What follows belongs to an exercise in optimizing a design on an open flow for small area, a short achievable clock period and few clock cycles per item; a production flow would make more cautious choices. Only simulation tests tie the RTL to the original design; equivalence was not proved.

==> trial 22 <==
==> flow/design.v <==
`default_nettype none
package pal_pkg;
  localparam int PAL_CAPACITY = 128;
  localparam int CMD_W = 2;
  localparam int POS_W = 8;
  localparam int VAL_W = 32;
  localparam int STS_W = 2;
  localparam int IDX_W = 7;
  localparam int LEN_W = 8;
  typedef enum logic [CMD_W-1:0] {
    CMD_INSERT = 2'd0,
    CMD_DELETE = 2'd1,
    CMD_LOCATE = 2'd2
  } pal_cmd_t;
  typedef enum logic [STS_W-1:0] {
    ST_OK       = 2'd0,
    ST_BAD      = 2'd1,
    ST_NOTFOUND = 2'd2
  } pal_status_t;
  typedef enum logic [1:0] {
    S_IDLE,
    S_SCAN,
    S_FINISH
  } pal_state_t;
endpackage
`default_nettype wire
`default_nettype none
import pal_pkg::*;
module pal_store #(
  parameter int CAPACITY = pal_pkg::PAL_CAPACITY,
  localparam int ADDR_W  = $clog2(CAPACITY)
) (
  input  wire logic                      clk,
  input  wire logic                      wr_en,
  input  wire logic [ADDR_W-1:0]         wr_addr,
  input  wire logic [pal_pkg::VAL_W-1:0] wr_data,
  input  wire logic                      rd_en,
  input  wire logic [ADDR_W-1:0]         rd_addr,
  output      logic [pal_pkg::VAL_W-1:0] rd_data
);
  logic [VAL_W-1:0] mem [CAPACITY];
  always_ff @(posedge clk) begin
    if (wr_en) begin
      mem[wr_addr] <= wr_data;
    end
  end
  always_ff @(posedge clk) begin
    if (rd_en) begin
      rd_data <= mem[rd_addr];
    end
  end
endmodule
`default_nettype wire
`default_nettype none
import pal_pkg::*;
module pal_seq #(
  parameter int CAPACITY = pal_pkg::PAL_CAPACITY,
  localparam int ADDR_W  = $clog2(CAPACITY),
  localparam int CNT_W   = $clog2(CAPACITY + 1)
) (
  input  wire logic                      clk,
  input  wire logic                      rst,
  input  wire logic                      req_valid,
  output      logic                      req_ready,
  input  wire logic [pal_pkg::CMD_W-1:0] req_command,
  input  wire logic [pal_pkg::POS_W-1:0] req_position,
  input  wire logic [pal_pkg::VAL_W-1:0] req_item_value,
  output      logic                      rsp_valid,
  input  wire logic                      rsp_ready,
  output      logic [pal_pkg::STS_W-1:0] rsp_status,
  output      logic [pal_pkg::VAL_W-1:0] rsp_removed_value,
  output      logic [pal_pkg::IDX_W-1:0] rsp_found_index,
  output      logic [pal_pkg::LEN_W-1:0] rsp_list_length,
  output      logic                      wr_en,
  output      logic [ADDR_W-1:0]         wr_addr,
  output      logic [pal_pkg::VAL_W-1:0] wr_data,
  output      logic                      rd_en,
  output      logic [ADDR_W-1:0]         rd_addr,
  input  wire logic [pal_pkg::VAL_W-1:0] rd_data
);
  localparam int CMP_W = ((CNT_W > POS_W) ? CNT_W : POS_W) + 1;
  pal_pkg::pal_state_t state, state_next;
  logic [CMD_W-1:0]  cmd;
  logic              ok;
  logic [ADDR_W-1:0] pidx;
  logic [VAL_W-1:0]  val;
  logic [CNT_W-1:0]  count;
  logic [ADDR_W-1:0] rd_ptr;
  logic [CNT_W-1:0]  rd_cnt;
  logic              dv;
  logic [ADDR_W-1:0] da;
  logic              found;
  logic [ADDR_W-1:0] fidx;
  logic [VAL_W-1:0]  removed;
  logic              out_valid;
  logic [STS_W-1:0]  out_status;
  logic [VAL_W-1:0]  out_removed;
  logic [IDX_W-1:0]  out_index;
  logic [LEN_W-1:0]  out_length;
  logic              accept;
  logic              out_free;
  logic              scan_done;
  logic [CMP_W-1:0]  posx;
  logic [CMP_W-1:0]  cntx;
  logic              ok_ins;
  logic              ok_del;
  logic [CNT_W-1:0]  count_next;
  logic [STS_W-1:0]  status_next;
  logic [VAL_W-1:0]  removed_next;
  logic [IDX_W-1:0]  index_next;
  assign accept   = req_valid && req_ready;
  assign out_free = !out_valid || rsp_ready;
  assign posx     = CMP_W'(req_position);
  assign cntx     = CMP_W'(count);
  assign ok_ins   = (req_position != '0) && (posx <= cntx + CMP_W'(1)) &&
                    (cntx < CMP_W'(CAPACITY));
  assign ok_del   = (req_position != '0) && (posx <= cntx);
  assign scan_done = (rd_cnt == '0 || found) && !dv;
  always_comb begin
    state_next = state;
    case (state)
      S_IDLE:   if (accept) state_next = S_SCAN;
      S_SCAN:   if (scan_done) state_next = S_FINISH;
      S_FINISH: if (out_free) state_next = S_IDLE;
      default:  state_next = S_IDLE;
    endcase
  end
  always_comb begin
    req_ready = (state == S_IDLE);
    rd_en     = (state == S_SCAN) && (rd_cnt != '0) && !found;
    rd_addr   = rd_ptr;
    wr_en     = 1'b0;
    wr_addr   = pidx;
    wr_data   = val;
    case (state)
      S_SCAN: begin
        if (dv) begin
          case (cmd)
            CMD_INSERT: begin
              wr_en   = 1'b1;
              wr_addr = da + ADDR_W'(1);
              wr_data = rd_data;
            end
            CMD_DELETE: begin
              wr_en   = (da != pidx);
              wr_addr = da - ADDR_W'(1);
              wr_data = rd_data;
            end
            default: wr_en = 1'b0;
          endcase
        end
      end
      S_FINISH: wr_en = (cmd == CMD_INSERT) && ok;
      default:  wr_en = 1'b0;
    endcase
  end
  always_comb begin
    count_next   = count;
    status_next  = ST_BAD;
    removed_next = '0;
    index_next   = '0;
    case (cmd)
      CMD_INSERT: begin
        if (ok) begin
          count_next  = count + CNT_W'(1);
          status_next = ST_OK;
        end
      end
      CMD_DELETE: begin
        if (ok) begin
          count_next   = count - CNT_W'(1);
          status_next  = ST_OK;
          removed_next = removed;
        end
      end
      CMD_LOCATE: begin
        if (found) begin
          status_next = ST_OK;
          index_next  = IDX_W'(fidx);
        end else begin
          status_next = ST_NOTFOUND;
        end
      end
      default: status_next = ST_BAD;
    endcase
  end
  always_ff @(posedge clk) begin
    if (rst) begin
      state     <= S_IDLE;
      count     <= '0;
      dv        <= 1'b0;
      found     <= 1'b0;
      out_valid <= 1'b0;
    end else begin
      state <= state_next;
      dv    <= rd_en;
      if (accept) begin
        found <= 1'b0;
      end else if (state == S_SCAN && dv && cmd == CMD_LOCATE && !found &&
                   rd_data == val) begin
        found <= 1'b1;
      end
      if (state == S_FINISH && out_free) begin
        count     <= count_next;
        out_valid <= 1'b1;
      end else if (rsp_ready) begin
        out_valid <= 1'b0;
      end
    end
  end
  always_ff @(posedge clk) begin
    da <= rd_ptr;
    if (accept) begin
      cmd  <= req_command;
      val  <= req_item_value;
      pidx <= ADDR_W'(posx - CMP_W'(1));
      case (req_command)
        CMD_INSERT: begin
          ok     <= ok_ins;
          rd_ptr <= ADDR_W'(cntx - CMP_W'(1));
          rd_cnt <= ok_ins ? CNT_W'(cntx - posx + CMP_W'(1)) : '0;
        end
        CMD_DELETE: begin
          ok     <= ok_del;
          rd_ptr <= ADDR_W'(posx - CMP_W'(1));
          rd_cnt <= ok_del ? CNT_W'(cntx - posx + CMP_W'(1)) : '0;
        end
        CMD_LOCATE: begin
          ok     <= 1'b1;
          rd_ptr <= '0;
          rd_cnt <= count;
        end
        default: begin
          ok     <= 1'b0;
          rd_ptr <= '0;
          rd_cnt <= '0;
        end
      endcase
    end else if (rd_en) begin
      rd_ptr <= (cmd == CMD_INSERT) ? rd_ptr - ADDR_W'(1) : rd_ptr + ADDR_W'(1);
      rd_cnt <= rd_cnt - CNT_W'(1);
    end
    if (state == S_SCAN && dv && cmd == CMD_DELETE && da == pidx) begin
      removed <= rd_data;
    end
    if (state == S_SCAN && dv && cmd == CMD_LOCATE && !found && rd_data == val) begin
      fidx <= da;
    end
    if (state == S_FINISH && out_free) begin
      out_status  <= status_next;
      out_removed <= removed_next;
      out_index   <= index_next;
      out_length  <= LEN_W'(count_next);
    end
  end
  assign rsp_valid         = out_valid;
  assign rsp_status        = out_status;
  assign rsp_removed_value = out_removed;
  assign rsp_found_index   = out_index;
  assign rsp_list_length   = out_length;
endmodule
`default_nettype wire
`default_nettype none
import pal_pkg::*;
module positional_array_list_unit #(
  parameter int CAPACITY = pal_pkg::PAL_CAPACITY
) (
  input  wire logic                      clk,
  input  wire logic                      rst,
  input  wire logic                      req_valid,
  output      logic                      req_ready,
  input  wire logic [pal_pkg::CMD_W-1:0] req_command,
  input  wire logic [pal_pkg::POS_W-1:0] req_position,
  input  wire logic [pal_pkg::VAL_W-1:0] req_item_value,
  output      logic                      rsp_valid,
  input  wire logic                      rsp_ready,
  output      logic [pal_pkg::STS_W-1:0] rsp_status,
  output      logic [pal_pkg::VAL_W-1:0] rsp_removed_value,
  output      logic [pal_pkg::IDX_W-1:0] rsp_found_index,
  output      logic [pal_pkg::LEN_W-1:0] rsp_list_length
);
  localparam int ADDR_W = $clog2(CAPACITY);
  logic              wr_en;
  logic [ADDR_W-1:0] wr_addr;
  logic [VAL_W-1:0]  wr_data;
  logic              rd_en;
  logic [ADDR_W-1:0] rd_addr;
  logic [VAL_W-1:0]  rd_data;
  pal_store #(.CAPACITY(CAPACITY)) u_store (
    .clk     (clk),
    .wr_en   (wr_en),
    .wr_addr (wr_addr),
    .wr_data (wr_data),
    .rd_en   (rd_en),
    .rd_addr (rd_addr),
    .rd_data (rd_data)
  );
  pal_seq #(.CAPACITY(CAPACITY)) u_seq (
    .clk               (clk),
    .rst               (rst),
    .req_valid         (req_valid),
    .req_ready         (req_ready),
    .req_command       (req_command),
    .req_position      (req_position),
    .req_item_value    (req_item_value),
    .rsp_valid         (rsp_valid),
    .rsp_ready         (rsp_ready),
    .rsp_status        (rsp_status),
    .rsp_removed_value (rsp_removed_value),
    .rsp_found_index   (rsp_found_index),
    .rsp_list_length   (rsp_list_length),
    .wr_en             (wr_en),
    .wr_addr           (wr_addr),
    .wr_data           (wr_data),
    .rd_en             (rd_en),
    .rd_addr           (rd_addr),
    .rd_data           (rd_data)
  );
endmodule
`default_nettype wire
==> flow/run.sh <==
#!/bin/bash
# synth_recipe.tcl (not shown) runs the flow's synth.tcl, then flattens the netlist and writes it again
# the make line also repeats each setting of config.mk as NAME=value (left out here)
make -C /OpenROAD-flow-scripts/flow DESIGN_CONFIG=/design/flow/config.mk WORK_HOME=/design/flow/orfs CLKGATE_MAP_FILE= SYNTH_SCRIPT=/design/flow/synth_recipe.tcl finish
==> flow/config.mk <==
export PLATFORM = sky130hd
export DESIGN_NAME = positional_array_list_unit
export DESIGN_NICKNAME = positional_array_list_unit
export VERILOG_FILES = /design/flow/design.v
export SDC_FILE = /design/flow/constraint.sdc
export NUM_CORES = 4
export LEC_CHECK = 0
export CAP_MARGIN = 20
export CORE_MARGIN = 2
export CORE_UTILIZATION = 30
export PLACE_DENSITY = 0.5
export SLEW_MARGIN = 20
==> flow/constraint.sdc <==
create_clock -name core_clock -period 5.5 [get_ports {clk}]
set_input_delay 1.1000 -clock core_clock [delete_from_list [all_inputs] [get_ports {clk}]]
set_output_delay 1.1000 -clock core_clock [all_outputs]
set_load 0.01 [all_outputs]
==> trial 78: changes against trial 22 <==
SETUP_SLACK_MARGIN = 2.0   (was unset)
==> flow_summary.ini <==
[critical_path]
cp.buffers_inverters = 2
worst_setup_path_endpoint = u_store.rd_data[27]
cp_data_required_time_ns = 6.25
critical_path.max_fanout = 77

[layout]
area.share.sequential_pct = 66.1
clock_buffers = 542
final-clk-cell-share_pct = 7.15

[status]
outcome = timing/DRC/antenna clean

[sta]
final_skew_ns = 0.0999
min_period_over_period_pct = 63.6
max_freq_ghz = 0.286

[worst_hold_path]
hold_start = u_seq.rd_ptr[5]

[power]
power.share.sequential_pct = 40.9

[grt]
grt_util_met3_pct = 2.41
(the above is from trial 78)
==> flow_summary.ini <==
[critical_path]
cp.buffers_inverters = 3
worst_setup_path_endpoint = u_store.mem[111][18]
cp_data_required_time_ns = 6.11
critical_path.max_fanout = 32

[layout]
clock_buffers = 527
area.share.sequential_pct = 67.2
final-clk-cell-share_pct = 7.23

[status]
outcome = timing/DRC/antenna clean

[sta]
min_period_over_period_pct = 79.4
final_skew_ns = 0.100

[grt]
grt_util_met3_pct = 2.11

[worst_hold_path]
hold_start = u_seq.da[2]
(the above is from trial 22)
Testbench counts of trial 22, summed over its fixed seeds: cycles 208,249, items 5,600.
Testbench counts of trial 78, summed over its fixed seeds: cycles 208,249, items 5,600.

==> static timing again, ports no longer ideal <==
The flow's constraints put no driver on any port. The routed layouts listed below were extracted and timed again, unchanged, in two steps.
Step 1, drivers: a clkbuf_16 drives clk and a buf_2 each remaining input, both assumed.
Step 2 adds t to the input delays and takes it off the output delays; t is the mean of the earliest and latest rising clock arrival at the registers after step 1. Input paths then give back, and output paths get back, about the clock's delay inside the block.
Slacks: ideal / step 1 / step 2; pairs: ideal / step 1.
| run | shift t [ns] | setup WS [ns] | worst setup path at the end | clock arrival spread, ns | cell pins on the clock port's net |
|---|---|---|---|---|---|
| trial 22 | 1.127 | 1.131 / 1.131 / 1.131 | register to register | 0.121 / 0.121 | 1 |
| trial 78 | 1.105 | 2.002 / 2.002 / 1.469 | input to register | 0.101 / 0.101 | 1 |
After both steps setup and hold are still met in every run listed. For trial 78, which loses most, drivers alone change the setup slack by 0.000 ns; drivers and shift together by -0.533 ns.
